This is an optimization exercise on Yosys and OpenROAD, whose aim is small area, a short achievable clock period and few clock cycles per item, not a production implementation.
The RTL was checked by simulation tests, not by an equivalence proof against the original design.
Power is estimated from default activity; no workload was simulated.

--- design/flow/config.mk ---
export PLATFORM = sky130hd
export DESIGN_NAME = alu_exec_unit
export DESIGN_NICKNAME = alu_exec_unit
export VERILOG_FILES = /design/flow/design.v
export SDC_FILE = /design/flow/constraint.sdc
export NUM_CORES = 4
export LEC_CHECK = 0
export ABC_AREA = 1
export CAP_MARGIN = 20
export CORE_MARGIN = 2
export CORE_UTILIZATION = 30
export PLACE_DENSITY = 0.4
export SETUP_SLACK_MARGIN = 5
export SLEW_MARGIN = 20
--- design/flow/design.v ---
package alu_exec_pkg;
  localparam logic [3:0] CTRL_AND  = 4'b0000;
  localparam logic [3:0] CTRL_OR   = 4'b0001;
  localparam logic [3:0] CTRL_ADD  = 4'b0010;
  localparam logic [3:0] CTRL_SLL  = 4'b0011;
  localparam logic [3:0] CTRL_SLT  = 4'b0100;
  localparam logic [3:0] CTRL_SLTU = 4'b0101;
  localparam logic [3:0] CTRL_BEQ  = 4'b0110;
  localparam logic [3:0] CTRL_XOR  = 4'b0111;
  localparam logic [3:0] CTRL_SRL  = 4'b1000;
  localparam logic [3:0] CTRL_JAL  = 4'b1001;
  localparam logic [3:0] CTRL_SRA  = 4'b1010;
  localparam logic [3:0] CTRL_REM  = 4'b1011;
  localparam logic [3:0] CTRL_NOP  = 4'b1100;
  localparam logic [3:0] CTRL_DIV  = 4'b1101;
  localparam logic [3:0] CTRL_MUL  = 4'b1110;
  localparam logic [3:0] CTRL_BNEQ = 4'b1111;
  localparam logic [1:0] PH_0  = 2'd0;   
  localparam logic [1:0] PH_1  = 2'd1;   
  localparam logic [1:0] PH_IT = 2'd2;   
  localparam logic [1:0] PH_F  = 2'd3;   
endpackage
module mdu_bitlen (
  input  logic [31:0] x,
  output logic        nz,
  output logic [4:0]  pos
);
  logic [3:0] bnz;
  logic [2:0] bpos [4];
  always_comb begin
    for (int j = 0; j < 4; j++) begin
      logic [7:0] v;
      v       = x[8*j +: 8];
      bnz[j]  = |v;
      bpos[j][2] = |v[7:4];
      bpos[j][1] = bpos[j][2] ? |v[7:6] : |v[3:2];
      if (bpos[j][2]) bpos[j][0] = bpos[j][1] ? v[7] : v[5];
      else            bpos[j][0] = bpos[j][1] ? v[3] : v[1];
    end
    nz = |bnz;
    if (bnz[3])      pos = {2'd3, bpos[3]};
    else if (bnz[2]) pos = {2'd2, bpos[2]};
    else if (bnz[1]) pos = {2'd1, bpos[1]};
    else             pos = {2'd0, bpos[0]};
  end
endmodule
import alu_exec_pkg::*;
module alu_exec_unit #(
  parameter int WIDTH = 32,
  parameter int SHW   = $clog2(WIDTH)
) (
  input  logic             clk,
  input  logic             reset,
  input  logic             valid_in,
  output logic             ready,
  input  logic [3:0]       alu_ctrl,
  input  logic [WIDTH-1:0] op_a,
  input  logic [WIDTH-1:0] op_b,
  output logic             valid_out,
  output logic [WIDTH-1:0] result,
  output logic             zero,
  output logic             branch_taken
);
  localparam int W1 = WIDTH + 1;
  logic [W1-1:0]  a_q, b_q, r_q;
  logic           v_q, rdy_q, vout_q, zero_q, br_q;
  logic [1:0]     ph_q;
  logic [SHW-1:0] cnt_q;
  logic [1:0]     amt_q;
  logic           sa_q, sb_q, dz_q, zp_q;
  logic           f_mdu, f_mul, f_rem, f_beq, f_bneq;
  logic           c_xa, c_xinv, c_yb, c_yb2, c_yr, c_y4, c_yinv, c_cin;
  logic           c_rmul, c_rdv, c_rsh, c_rsum, c_and, c_or, c_xor, c_slt, c_sltu;
  logic           c_shl, c_sha, c_shm, c_shn, c_asum, c_bkeep;
  assign ready        = rdy_q;
  assign valid_out    = vout_q;
  assign result       = r_q[WIDTH-1:0];
  assign zero         = zero_q;
  assign branch_taken = br_q;
  logic mdu, ph0;
  assign mdu = v_q && f_mdu;
  assign ph0 = (ph_q == PH_0);
  logic [WIDTH-1:0] x_ab;
  logic             eq;
  assign x_ab = a_q[WIDTH-1:0] ^ b_q[WIDTH-1:0];
  assign eq   = ~|x_ab;
  logic [W1-1:0] xop, yop, sum;
  logic [W1+1:0] sum_w;
  assign xop   = ({W1{c_xa}} & a_q) ^ {W1{c_xinv}};
  assign yop   = (({W1{c_yb}} & b_q) | ({W1{c_yb2}} & {b_q[W1-2:0], 1'b0})
                 | ({W1{c_yr}} & r_q) | (W1'(c_y4) << 2)) ^ {W1{c_yinv}};
  assign sum_w = {1'b0, xop, 1'b1} + {1'b0, yop, c_cin};
  assign sum   = sum_w[W1:1];
  logic [SHW-1:0] sh_amt;
  logic [W1-1:0]  sh_in, sh_r, sh_out;
  logic           sh_fill;
  logic [W1:0]    sh_wide;
  assign sh_amt = c_shn ? nalign : c_shm ? SHW'(amt_q) : b_q[SHW-1:0];
  always_comb begin
    sh_fill = ~c_shl & c_sha & a_q[W1-1];
    for (int i = 0; i < W1; i++) sh_in[i] = c_shl ? a_q[W1-1-i] : a_q[i];
    if (!c_shl) sh_in[W1-1] = sh_fill;
    sh_wide = $signed({sh_fill, sh_in}) >>> sh_amt;
    sh_r    = sh_wide[W1-1:0];
    for (int i = 0; i < W1; i++) sh_out[i] = c_shl ? sh_r[W1-1-i] : sh_r[i];
  end
  logic [WIDTH-1:0] mpl;
  logic             mul_last, mul_next_last;
  assign mpl           = ph0 ? a_q[WIDTH-1:0] : r_q[WIDTH-1:0];
  assign mul_last      = (mpl[WIDTH-1:1] == '0) || (mpl[WIDTH-1:1] == '1);
  assign mul_next_last = (mpl[WIDTH-1:3] == '0) || (mpl[WIDTH-1:3] == '1);
  function automatic logic [2:0] booth(input logic [1:0] m, input logic p);
    booth = {m[0] ^ p, (m[1] & ~m[0] & ~p) | (~m[1] & m[0] & p), m[1] & ~(m[0] & p)};
  endfunction
  logic dsub, qneg, dsucc, div_last, div_next_last;
  assign dsub          = ~(sa_q ^ sb_q);           
  assign qneg          = (sa_q ^ sb_q) & ~dz_q;
  assign dsucc         = (sum[W1-1] == sa_q);
  logic rem2, rem2_n;
  assign rem2          = f_rem & sa_q & ~sb_q & ~b_q[0];   
  assign rem2_n        = f_rem & sa_q & ~sb_q & ~dsucc;    
  assign div_last      = ((ph_q == PH_F) && !rem2) || (ph_q == PH_1);
  assign div_next_last = ((ph_q == PH_IT) && (cnt_q == '0) && !rem2_n)
                      || ((ph_q == PH_F) && rem2);
  logic           nza, nzb, nza_q, nzb_q, dsa, dsb, ddz;
  logic [4:0]     pa, pb, pa_q, pb_q;
  logic [6:0]     dab, dax;
  logic [SHW-1:0] nalign;
  mdu_bitlen u_la (.x(op_a ^ {WIDTH{op_a[WIDTH-1]}}), .nz(nza), .pos(pa));
  mdu_bitlen u_lb (.x(op_b ^ {WIDTH{op_b[WIDTH-1]}}), .nz(nzb), .pos(pb));
  assign dsa = b_q[WIDTH-1];                         
  assign dsb = a_q[WIDTH-1];                         
  assign ddz = ~nzb_q & ~dsb;                        
  assign dab = 7'(pa_q) - 7'(pb_q) + 7'(dsa);        
  assign dax = 7'(pa_q) + 7'(1) + 7'(dsa);           
  always_comb begin
    if (ddz)
      nalign = '1;
    else if (!nza_q)
      nalign = SHW'(dsa & ~nzb_q);
    else if (!nzb_q)
      nalign = dax[5] ? '1 : dax[SHW-1:0];
    else if (dab[6])
      nalign = '0;
    else
      nalign = dab[5] ? '1 : dab[SHW-1:0];
  end
  logic last, next_last;
  assign last      = f_mul ? mul_last : div_last;
  assign next_last = f_mul ? mul_next_last : div_next_last;
  logic sel_sum, sel_sh, sel_rsh2;
  assign sel_sum  = c_rsum | (c_rmul & mul_last) | c_rdv;
  assign sel_sh   = c_rsh | (c_rmul & ~mul_last & ph0);
  assign sel_rsh2 = c_rmul & ~mul_last & ~ph0;
  logic [W1-1:0] r_next;
  assign r_next = ({W1{sel_sum}}  & sum)
                | ({W1{sel_sh}}   & sh_out)
                | ({W1{sel_rsh2}} & {r_q[W1-1], r_q[W1-1], r_q[W1-1:2]})
                | ({W1{c_and}}    & {1'b0, a_q[WIDTH-1:0] & b_q[WIDTH-1:0]})
                | ({W1{c_or}}     & {1'b0, a_q[WIDTH-1:0] | b_q[WIDTH-1:0]})
                | ({W1{c_xor}}    & {1'b0, x_ab})
                | W1'(c_slt & sum[WIDTH])
                | W1'(c_sltu & (sum[WIDTH] ^ a_q[WIDTH-1] ^ b_q[WIDTH-1]));
  logic             swap;
  logic [WIDTH-1:0] in_a, in_b;
  logic a16, b16, a8, b8;
  assign a16  = (op_a[WIDTH-1:15] == '0) || (op_a[WIDTH-1:15] == '1) || (op_a[WIDTH-1:16] == '0);
  assign b16  = (op_b[WIDTH-1:15] == '0) || (op_b[WIDTH-1:15] == '1) || (op_b[WIDTH-1:16] == '0);
  assign a8   = (op_a[WIDTH-1:7] == '0) || (op_a[WIDTH-1:7] == '1) || (op_a[WIDTH-1:8] == '0);
  assign b8   = (op_b[WIDTH-1:7] == '0) || (op_b[WIDTH-1:7] == '1) || (op_b[WIDTH-1:8] == '0);
  assign swap = ((alu_ctrl == CTRL_MUL) && ((!a16 && b16) || (!a8 && b8)))
              || (alu_ctrl == CTRL_DIV) || (alu_ctrl == CTRL_REM);
  assign in_a = swap ? op_b : op_a;
  assign in_b = swap ? op_a : op_b;
  logic n_xa, n_xinv, n_yb, n_yb2, n_yr, n_y4, n_yinv, n_cin;
  logic n_rmul, n_rdv, n_rsh, n_rsum, n_and, n_or, n_xor, n_slt, n_sltu;
  logic n_shl, n_sha, n_shm, n_shn, n_asum, n_bkeep;
  logic [1:0] n_amt;
  logic [2:0] bz;
  logic       dsub_n;
  assign dsub_n = ph0 ? ~(dsa ^ dsb) : (dsub ^ ~dsucc);
  always_comb begin
    n_xa = 1'b1; n_xinv = 1'b0; n_yb = 1'b1; n_yb2 = 1'b0; n_yr = 1'b0; n_y4 = 1'b0;
    n_yinv = 1'b0; n_cin = 1'b0;
    n_rmul = 1'b0; n_rdv = 1'b0; n_rsh = 1'b0; n_rsum = 1'b0;
    n_and = 1'b0; n_or = 1'b0; n_xor = 1'b0; n_slt = 1'b0; n_sltu = 1'b0;
    n_shl = 1'b0; n_sha = 1'b0; n_shm = 1'b0; n_shn = 1'b0; n_amt = '0; n_asum = 1'b1; n_bkeep = 1'b0;
    bz = '0;
    if (rdy_q) begin
      case (alu_ctrl)
        CTRL_AND:  n_and = 1'b1;
        CTRL_OR:   n_or  = 1'b1;
        CTRL_XOR:  n_xor = 1'b1;
        CTRL_ADD:  n_rsum = 1'b1;
        CTRL_BEQ, CTRL_BNEQ: begin n_rsum = 1'b1; n_yinv = 1'b1; n_cin = 1'b1; end
        CTRL_SLT:  begin n_slt  = 1'b1; n_yinv = 1'b1; n_cin = 1'b1; end
        CTRL_SLTU: begin n_sltu = 1'b1; n_yinv = 1'b1; n_cin = 1'b1; end
        CTRL_JAL:  begin n_rsum = 1'b1; n_yb = 1'b0; n_y4 = 1'b1; end
        CTRL_SLL:  begin n_rsh = 1'b1; n_shl = 1'b1; end
        CTRL_SRL:  n_rsh = 1'b1;
        CTRL_SRA:  begin n_rsh = 1'b1; n_sha = 1'b1; end
        CTRL_MUL: begin
          bz = booth(in_a[1:0], 1'b0);
          n_rmul = 1'b1; n_xa = 1'b0; n_yb = bz[2]; n_yb2 = bz[1]; n_yinv = bz[0];
          n_cin = bz[0]; n_shm = 1'b1; n_sha = 1'b1; n_amt = 2'd2;
        end
        CTRL_DIV, CTRL_REM: begin
          n_rsum = 1'b1; n_xa = 1'b0; n_xinv = op_a[WIDTH-1];
          n_shn = 1'b1; n_shl = 1'b1; n_asum = 1'b0;
        end
        default: ;   
      endcase
    end else if (f_mul) begin
      bz = booth(mpl[3:2], mpl[1]);
      n_rmul = 1'b1; n_yb = bz[2]; n_yb2 = bz[1]; n_yinv = bz[0]; n_cin = bz[0];
    end else begin
      if (ph_q == PH_F) begin
        n_rsum = 1'b1; n_xa = 1'b0; n_yb = 1'b0; n_yr = 1'b1; n_cin = 1'b1;
      end else if (ph_q == PH_IT && cnt_q == '0) begin
        n_rsum = 1'b1;
        if (f_rem) begin
          n_yb = 1'b0; n_yr = 1'b1;
          if (dsucc) begin n_xa = 1'b0; n_cin = sa_q; end
          else       begin n_xinv = sa_q ^ sb_q; n_cin = sa_q | sb_q; end
        end else begin
          n_xa = 1'b0; n_yinv = qneg; n_cin = qneg;
        end
      end else begin
        n_rdv = 1'b1; n_xinv = dsub_n; n_yb = 1'b0; n_yr = 1'b1; n_cin = dsub_n;
        n_shm = 1'b1; n_sha = 1'b1; n_asum = 1'b0; n_bkeep = 1'b1;
        n_amt = (ph0 ? (nalign == '0) : (cnt_q == SHW'(1))) ? 2'd0 : 2'd1;
      end
    end
  end
  always_ff @(posedge clk) begin
    r_q <= r_next;
    if (rdy_q) begin
      a_q <= {in_a[WIDTH-1], in_a};
      b_q <= {in_b[WIDTH-1], in_b};
      f_mdu  <= (alu_ctrl == CTRL_MUL) || (alu_ctrl == CTRL_DIV) || (alu_ctrl == CTRL_REM);
      f_mul  <= (alu_ctrl == CTRL_MUL);
      f_rem  <= (alu_ctrl == CTRL_REM);
      f_beq  <= (alu_ctrl == CTRL_BEQ);
      f_bneq <= (alu_ctrl == CTRL_BNEQ);
    end else begin
      a_q <= c_asum ? sum : sh_out;
      b_q <= f_mul ? {b_q[W1-3:0], 2'b00} : ({b_q[W1-2:0], dsucc} & {W1{c_bkeep}});
    end
    {c_xa, c_xinv, c_yb, c_yb2, c_yr, c_y4, c_yinv, c_cin} <=
      {n_xa, n_xinv, n_yb, n_yb2, n_yr, n_y4, n_yinv, n_cin};
    {c_rmul, c_rdv, c_rsh, c_rsum, c_and, c_or, c_xor, c_slt, c_sltu} <=
      {n_rmul, n_rdv, n_rsh, n_rsum, n_and, n_or, n_xor, n_slt, n_sltu};
    {c_shl, c_sha, c_shm, c_shn, c_asum, c_bkeep} <= {n_shl, n_sha, n_shm, n_shn, n_asum, n_bkeep};
    amt_q <= n_amt;
    if (!(mdu && !ph0)) begin
      zp_q <= eq;
      sa_q <= dsa;
      sb_q <= dsb;
      dz_q <= ddz;
    end
    if (rdy_q) begin
      nza_q <= nza; nzb_q <= nzb; pa_q <= pa; pb_q <= pb;
    end
    if (ph0) cnt_q <= nalign;
    else if (ph_q == PH_IT) cnt_q <= cnt_q - 1'b1;
    zero_q <= (mdu && !ph0) ? zp_q : eq;
    br_q   <= (f_beq & eq) | (f_bneq & ~eq);
    if (reset) begin
      v_q    <= 1'b0;
      rdy_q  <= 1'b1;
      vout_q <= 1'b0;
      ph_q   <= PH_0;
    end else begin
      vout_q <= v_q && (!mdu || last);
      if (rdy_q) begin
        v_q   <= valid_in;
        ph_q  <= PH_0;
        rdy_q <= !(valid_in && (alu_ctrl == CTRL_MUL || alu_ctrl == CTRL_DIV
                                || alu_ctrl == CTRL_REM));
      end else if (last) begin
        v_q   <= 1'b0;
        rdy_q <= 1'b1;
      end else begin
        rdy_q <= next_last;
        case (ph_q)
          PH_0:    ph_q <= PH_IT;
          PH_IT:   if (!f_mul && cnt_q == '0) ph_q <= PH_F;
          PH_F:    ph_q <= PH_1;
          default: ph_q <= PH_1;
        endcase
      end
    end
  end
endmodule
--- design/flow/standard.sh ---
#!/bin/bash
# synth_recipe.tcl (not shown) runs the flow's synth.tcl, then flattens the netlist and writes it again
# the make line also repeats each setting of config.mk as NAME=value (left out here)
make -C /OpenROAD-flow-scripts/flow DESIGN_CONFIG=/design/flow/config.mk WORK_HOME=/design/flow/orfs CLKGATE_MAP_FILE= SYNTH_SCRIPT=/design/flow/synth_recipe.tcl "${@:-finish}"
--- design/flow/flow/run.sh ---
#!/bin/bash
set -euo pipefail
MARGIN=6.2
sed "s/SETUP_SLACK_MARGIN=[0-9.]*/SETUP_SLACK_MARGIN=${MARGIN} SKIP_INCREMENTAL_REPAIR=1 'BUFFER_PORTS_ARGS=-buffer_cell sky130_fd_sc_hd__buf_2'/" standard.sh > standard_margin.sh
grep -q "SKIP_INCREMENTAL_REPAIR=1 'BUFFER_PORTS_ARGS=-buffer_cell sky130_fd_sc_hd__buf_2'" standard_margin.sh
bash standard_margin.sh > orfs_make.log 2>&1
--- design/flow/constraint.sdc ---
create_clock -name core_clock -period 10.0 [get_ports {clk}]
set_input_delay 2.0000 -clock core_clock [delete_from_list [all_inputs] [get_ports {clk}]]
set_output_delay 2.0000 -clock core_clock [all_outputs]
set_load 0.01 [all_outputs]
==> flow_metrics.py, run 1 <==
metrics = {
    "status": {
        "status": "complete, no violations",
    },
    "power_and_ir_drop": {
        "vdd_drop_max_mv": 0.150,
        "p_per_area_mw_per_mm2": 192,
        "power_leakage_nw": 10.0,
    },
    "worst_setup_path": {
        "critPathMaxFanout": 7,
        "path_class": "flop to flop",
        "worst_setup_path_start_kind": "flop",
        "reg2reg_to": "c_cin$_DFF_P_",
        "startpoint": "c_yr$_SDFF_PP0_",
        "reg2regPathDepth": 24,
        "worstPathArrival_ps": 4430,
        "reg2reg_slack_ps": 5970,
        "rr_startpoint": "c_yr$_SDFF_PP0_",
        "cp-endpoint": "c_cin$_DFF_P_",
        "cp.required_ps": 10410,
        "cp-end-kind": "flop",
    },
    "synthesis": {
        "synthCells": 2853,
        "synth_edf_count": 26,
        "synth_cell_types": 69,
        "synth_top_flop_cell": "dfxtp_1",
        "ys_seq_area_share_pct": 19.4,
        "mappedNetlistNets": 3040,
        "syn_avg_cell_area_um2": 6.08,
        "synth-seq-cells": 155,
        "yosysWarnings": 3,
        "syn_area_mm2": 0.0173,
        "synthArstFlopShare_pct": 0,
    },
    "global_routing": {
        "overflow": 0,
        "gr-usage-all-layers_pct": 31.3,
        "first_global_vias": 19240,
        "grt_pass1_wl_mm": 136,
        "antenna_found_initial": 0,
        "grt_max_degree": 59,
    },
    "placed_design": {
        "gp_congestion": 0.972,
        "dp_hpwl_mm": 73.4,
        "placed_cells": 3586,
        "numPortBuffers": 106,
    },
    "route": {
        "vias": 20313,
        "first_iter_violations": 2290,
        "firstDrtPassIters": 6,
        "vias_per_cell": 5.51,
        "wirelength_mm": 94.8,
        "drtAntennaViolNets": 0,
        "wl_per_cell_um": 25.7,
        "drcViolationCount": 0,
    },
    "layout": {
        "antenna_cells": 0,
        "layout-drive-gt1-share_pct": 15.2,
        "final_nets": 3093,
        "fin_cells": 3684,
        "area_delta_synth_final_pct": 19.3,
        "nFillCells": 6325,
        "mostFrequentLayoutCells": "728 x nand2_1, 342 x inv_1, 270 x nand3_1",
        "layout_commonest_cell": "nand2_1",
    },
    "die": {
        "dieArea_mm2": 0.0597,
        "die_x_um": 244,
        "ioPinCount": 107,
        "core_mm2": 0.0574,
        "chipHeight_um": 244,
        "floorplan.rows": 88,
        "start_util_pct": 30.2,
    },
    "worst_hold_path": {
        "hold_path_class": "flop to flop",
    },
    "clock_network": {
        "htree_levels": 4,
        "cts_sinks": 155,
        "clk_latency_ps": 510,
        "clock_path_buffers": 2,
        "cts_tree": "done",
        "postCtsResizedCells": 258,
        "post_cts_buffers": 50,
        "holdBufCountCts": 0,
        "root_buffer": "clkbuf_16",
        "cts-buffers-inserted": 17,
        "clk_pin_slew_ps": 80,
    },
    "timing": {
        "tightest_slew_ps": 1260,
        "hold_viol_final": 0,
        "fmax_ghz": 0.248,
        "finalSetupTns_ps": 0,
        "setup_viol": 0,
        "finalClockSkew_ps": 16.2,
        "final.period_utilization_pct": 40.3,
        "relSlewSlack_pct": 15.4,
        "min_period_ps": 4030,
        "drv_slew": 0,
        "whs_ps": 454,
    },
    "flow_run": {
        "drv_cap": 0,
    },
}
[registers in the layout (all words and copies together), names as in the netlist, 2 cells and up]
register	count
pa_q	5
ph_q	2
a_q	33
cnt_q	5
pb_q	5
amt_q	2
r_q	33
b_q	33
[through the flow]
step / setup slack [ps] / area [um2] / power [mW] / utilization (%)
floorplan: 6070 / 17600 / 2.24 / -
global placement: 4290 / 18300 / 2.92 / 31.9
detailed placement: 4290 / 18300 / 2.92 / 31.9
CTS: 6110 / 20700 / 3.91 / 36.0
global route: 5750 / 20700 / 4.19 / 36.0
finish: 5970 / 20700 / 3.96 / 36.0
[cells by family (layout without fill, tap and decap cells)]
logic type      Yosys count  after routing  share of synthesized area (%)
flops                   155            155                           19.4
compound gates          594            594                           20.8
simple gates           1343           1349                           32.9
xor+xnor                106            106                           5.36
buf+inv                 538            598                           13.0
fa+ha+maj               116            116                           8.46
mux                       1              1                         0.0650
[metal layers]
layer	global-route usage [%]	vias up	wire length (um)
met5	0	-	0
met1	43.6	9699	43400
met4	10.0	0	2960
met3	4.63	99	6620
li1	-	9631	-
met2	49.2	884	41800
[worst min-delay path by stage]
stage,slack (ps),to,cells past startpoint,from
4_1_cts,460,r_q[0]$_DFF_P_,2,c_slt$_SDFF_PN0_
2_1_floorplan,410,r_q[0]$_DFF_P_,2,c_slt$_SDFF_PN0_
5_1_grt,490,r_q[0]$_DFF_P_,2,c_slt$_SDFF_PN0_
3_3_place_gp,450,r_q[0]$_DFF_P_,2,c_slt$_SDFF_PN0_
6_report,450,r_q[0]$_DFF_P_,2,c_slt$_SDFF_PN0_
3_5_place_dp,440,r_q[0]$_DFF_P_,2,c_slt$_SDFF_PN0_
[where the power goes]
group,internal [mW],switching [mW],total [mW]
Sequential,0.758,0.183,0.940
Clock,0.352,0.337,0.689
Combinational,0.794,1.54,2.33
[worst max-delay path: stages, from the launching register on]
cell and delay (ps):
dfxtp_2 340, buf_12 100, clkinvlp_4 90, buf_12 150, buf_16 150, o221ai_4 170
xor2_1 220, ha_1 300, a21oi_2 160, nor2_1 80, nor2_2 190, o221ai_4 170
a31oi_4 300, nand3_4 120, xor2_1 160, buf_4 160, or2_4 230, nand2_2 60
inv_2 50, ha_4 260, nand2_2 50, a21oi_2 190, o21ai_1 80, nand2_1 70
nand2_1 50
[cell usage after synthesis, types with 23 or more instances]
library cell	n	share of area, %
xor2_1	94	4.7
clkbuf_1	76	1.6
nor2_1	174	3.8
nor4_1	23	0.83
buf_2	30	0.87
nand3_1	289	8.3
inv_1	357	7.7
ha_1	114	8.2
edfxtp_1	26	4.5
nand4_1	36	1.3
dfxtp_1	129	15
o211ai_1	30	1.3
buf_4	42	1.8
o21ai_1	27	0.78
a21oi_1	170	4.9
nand2_1	762	17
o221ai_1	49	2.5
nor3_1	24	0.69
o21ai_0	216	6.2
[area by class of cell]
cell class	count	area (um2)	share of cell area [%]
clock buffer	18	429	2.08
clock inverter	14	154	0.744
inverter	371	1480	7.13
multi-input combinational	2166	12600	61.1
sequential	155	3370	16.3
tap	765	957	4.63
timing repair buffer	193	1630	7.89
timing repair inverter	2	15.0	0.0726
Testbench counts, summed over its fixed seeds: cycles 46,571, items 24,000.
==> inputs of run 2 (changes only) <==
--- a/design/flow/design.v
+++ b/design/flow/design.v
@@ -163,12 +163,10 @@
                 | W1'(c_sltu & (sum[WIDTH] ^ a_q[WIDTH-1] ^ b_q[WIDTH-1]));
   logic             swap;
   logic [WIDTH-1:0] in_a, in_b;
-  logic a16, b16, a8, b8;
-  assign a16  = (op_a[WIDTH-1:15] == '0) || (op_a[WIDTH-1:15] == '1) || (op_a[WIDTH-1:16] == '0);
+  logic b16, a8;
   assign b16  = (op_b[WIDTH-1:15] == '0) || (op_b[WIDTH-1:15] == '1) || (op_b[WIDTH-1:16] == '0);
   assign a8   = (op_a[WIDTH-1:7] == '0) || (op_a[WIDTH-1:7] == '1) || (op_a[WIDTH-1:8] == '0);
-  assign b8   = (op_b[WIDTH-1:7] == '0) || (op_b[WIDTH-1:7] == '1) || (op_b[WIDTH-1:8] == '0);
-  assign swap = ((alu_ctrl == CTRL_MUL) && ((!a16 && b16) || (!a8 && b8)))
+  assign swap = ((alu_ctrl == CTRL_MUL) && b16 && !a8)
               || (alu_ctrl == CTRL_DIV) || (alu_ctrl == CTRL_REM);
   assign in_a = swap ? op_b : op_a;
   assign in_b = swap ? op_a : op_b;
==> flow_metrics.py, run 2 <==
metrics = {
    "layout": {
        "nFillCells": 6331,
        "antenna_cells": 0,
        "layout-drive-gt1-share_pct": 14.7,
        "multi_input_area_mm2": 0.0124,
        "layout_commonest_cell": "nand2_1",
        "top_regs": "a_q x33, b_q x33, r_q x33",
        "stdcell_area_mm2": 0.0202,
        "regArea_mm2": 0.00338,
        "area_delta_synth_final_pct": 17.3,
        "final_nets": 3043,
        "mostFrequentLayoutCells": "744 x nand2_1, 347 x inv_1, 215 x nand3_1",
        "fin_cells": 3625,
    },
    "die": {
        "dieArea_mm2": 0.0593,
        "die_x_um": 243,
        "ioPinCount": 107,
        "start_util_pct": 30.4,
        "core_mm2": 0.0565,
        "chipHeight_um": 243,
        "floorplan.rows": 87,
    },
    "worst_setup_path": {
        "path_buf_inv": 3,
        "worstPathArrival_ps": 4340,
        "critical_path.top_delay_family": "compound AO/OA/AOI/OAI gates",
        "cp.depth": 21,
        "crit_top_cell": "nand2_1",
        "cp.required_ps": 10380,
        "cp_cell_sequence": "inv_1, o221ai_2, xor2_1, ha_1, a21oi_1, nor2_1, nor2_1, o221ai_2, a31oi_4, nand3_2, xor2_2, inv_2, nand2_1, nand2_1, inv_2, ha_1, nand2_1, a21oi_1, o21ai_0, nand2_1, nand2_1",
        "slowest_stage": "dfxtp_1",
        "critPathMaxFanout": 6,
        "reg2regPathDepth": 21,
        "path_class": "flop to flop",
        "cp-end-kind": "flop",
        "worst_setup_path_start_kind": "flop",
        "worst_path_largest_cell_delay_ps": 460,
    },
    "timing": {
        "fmax_ghz": 0.253,
        "tightest_slew_ps": 1650,
        "finalClockSkew_ps": 23.2,
        "finalSetupTns_ps": 0,
        "drv_slew": 5,
        "final.period_utilization_pct": 39.5,
        "hold_viol_final": 0,
        "relSlewSlack_pct": -10.4,
        "min_period_ps": 3950,
        "setup_viol": 0,
    },
    "global_routing": {
        "antenna_found_initial": 0,
        "overflow": 0,
        "first_global_vias": 19534,
        "grt_max_degree": 69,
        "grt_pass1_wl_mm": 133,
        "gr-usage-all-layers_pct": 30.5,
    },
    "synthesis": {
        "synthArstFlopShare_pct": 0,
        "synth_edf_count": 26,
        "syn_area_mm2": 0.0172,
        "synth-seq-cells": 155,
        "yosysWarnings": 3,
        "yosys.area.top_type_share_pct": 17.4,
        "yosysTopAreaCell": "nand2_1",
        "syn_avg_cell_area_um2": 6.10,
        "netlist_top_cells_area": "nand2_1 17%, dfxtp_1 15%, ha_1 8.3%",
        "synth_commonest_cells": "797 x nand2_1, 360 x inv_1, 255 x nand3_1, 182 x nor2_1, 179 x o21ai_0",
        "synth_most_common_cell": "nand2_1",
        "ys_seq_area_share_pct": 19.6,
        "mappedNetlistNets": 3007,
        "synth_top_flop_cell": "dfxtp_1",
        "synth_cell_types": 69,
        "synthCells": 2820,
    },
    "placed_design": {
        "placed_cell_area_mm2": 0.0180,
        "numPortBuffers": 106,
        "placed_cells": 3536,
        "dp_hpwl_mm": 69.3,
        "gp_congestion": 0.969,
    },
    "flow_run": {
        "drv_cap": 1,
    },
    "route": {
        "drcViolationCount": 0,
        "drtAntennaViolNets": 0,
        "firstDrtPassIters": 8,
        "first_iter_violations": 1742,
        "vias": 19906,
        "wirelength_mm": 91.8,
        "vias_per_cell": 5.49,
        "wl_per_cell_um": 25.3,
    },
    "clock_network": {
        "root_buffer": "clkbuf_16",
        "postCtsResizedCells": 238,
        "htree_levels": 4,
        "clock_path_buffers": 2,
        "cts_sinks": 155,
        "post_cts_buffers": 41,
        "cts-buffers-inserted": 17,
        "clk_pin_slew_ps": 80,
        "holdBufCountCts": 0,
        "clk_latency_ps": 490,
        "cts_tree": "done",
    },
    "power_and_ir_drop": {
        "power_leakage_nw": 10.0,
        "p_per_area_mw_per_mm2": 203,
        "vdd_drop_max_mv": 0.147,
    },
    "status": {
        "status": "failed layout checks",
        "so.violations": "max-capacitance violations, max-slew violations",
    },
    "worst_hold_path": {
        "hold_path_depth": 1,
        "hold_path_class": "flop to flop",
    },
}
==> run 2: cell count changes after synthesis, moves of 14 or more <==
cell and change:
o21ai_0 -37, a21oi_1 -25, clkbuf_1 +14, o221ai_1 +15
nand3_1 -34, nand2_1 +35
==> run 2: final cells by class <==
cell class	instances	share of cell area, %
Clock buffer	20	2.37
Clock inverter	12	0.577
Inverter	368	7.16
Multi-Input combinational cell	2138	61.6
Sequential cell	155	16.8
Tap cell	756	4.69
Timing Repair Buffer	175	6.80
Timing Repair inverter	1	0.0372
==> run 2: per-layer routing <==
| layer | part of all wire, % | global-route usage (%) | up-vias |
|---|---|---|---|
| met5 | 0 | 0 | - |
| met4 | 3.4 | 11.0 | 0 |
| met3 | 6.2 | 4.29 | 136 |
| met2 | 46 | 50.2 | 744 |
| met1 | 45 | 40.4 | 9602 |
| li1 | - | - | 9424 |
==> run 2: stage by stage <==
step                      setup slack [ps]  power, mW  util (%)  hold WS [ps]
final                                 6050       4.10      35.7           475
after global routing                  5800       4.35      35.7           487
after global placement                4930       3.09      31.9           456
after CTS                             6150       4.05      35.7           481
after floorplan                       6200       2.37         -           419
after detailed placement              4870       3.08      31.9           459
==> run 2: final timing paths <==
kind                                 startpoint            end  slack (ps)
worst max-delay path            b_q[17]$_DFF_P_  c_cin$_DFF_P_        6050
worst min register to register  f_beq$_DFFE_PP_   br_q$_DFF_P_         480
worst max register to register  b_q[17]$_DFF_P_  c_cin$_DFF_P_        6050
worst min-delay path            f_beq$_DFFE_PP_   br_q$_DFF_P_         480
==> run 2: cell families (layout without fill, tap and decap cells) <==
kind of cell / Yosys count / count (layout) / share of synthesized area (%)
adders and majority gates: 116 / 116 / 8.52
buffers and inverters: 537 / 576 / 13.0
DFF: 155 / 155 / 19.6
AOI/OAI and AO/OA: 549 / 550 / 20.0
xor gates and xnor gates: 110 / 110 / 5.60
muxes: 1 / 1 / 0.0655
and+or+nand+nor: 1352 / 1361 / 33.3
==> run 2: where the power goes <==
part | total [mW] | internal [mW] | switching [mW]
logic | 2.47 | 0.815 | 1.66
registers | 0.939 | 0.765 | 0.174
clock network | 0.689 | 0.356 | 0.333
Testbench counts of run 2, summed over its fixed seeds: cycles 46,536, items 24,000.

==> afterwards: timing with drivers on the ports <==
No port has a modelled driver above. Below, the same layouts with a new extraction and two added sets of constraints.
Step 1 sets driving cells, clkbuf_16 on the clock port and buf_2 on the other inputs (assumed; they add their load-dependent delay and slew).
Step 2 moves the port delays by t, midway between the first and last clock arrival at a register: inputs arrive t later, outputs are due t later. That takes back most of the time a late clock gives input paths.
a / b / c = ideal ports / drivers / drivers and shift; a / b = the first two.
run | t (ns) | slack for setup (ns) | worst setup path after step 2
run 1 | 0.565 | 5.973 / 5.973 / 5.507 | input to register
run 2 | 0.530 | 6.046 / 6.046 / 5.578 | input to register
The setup slack of run 2, which loses most, moves by 0.000 ns with the drivers and by -0.468 ns with both steps.
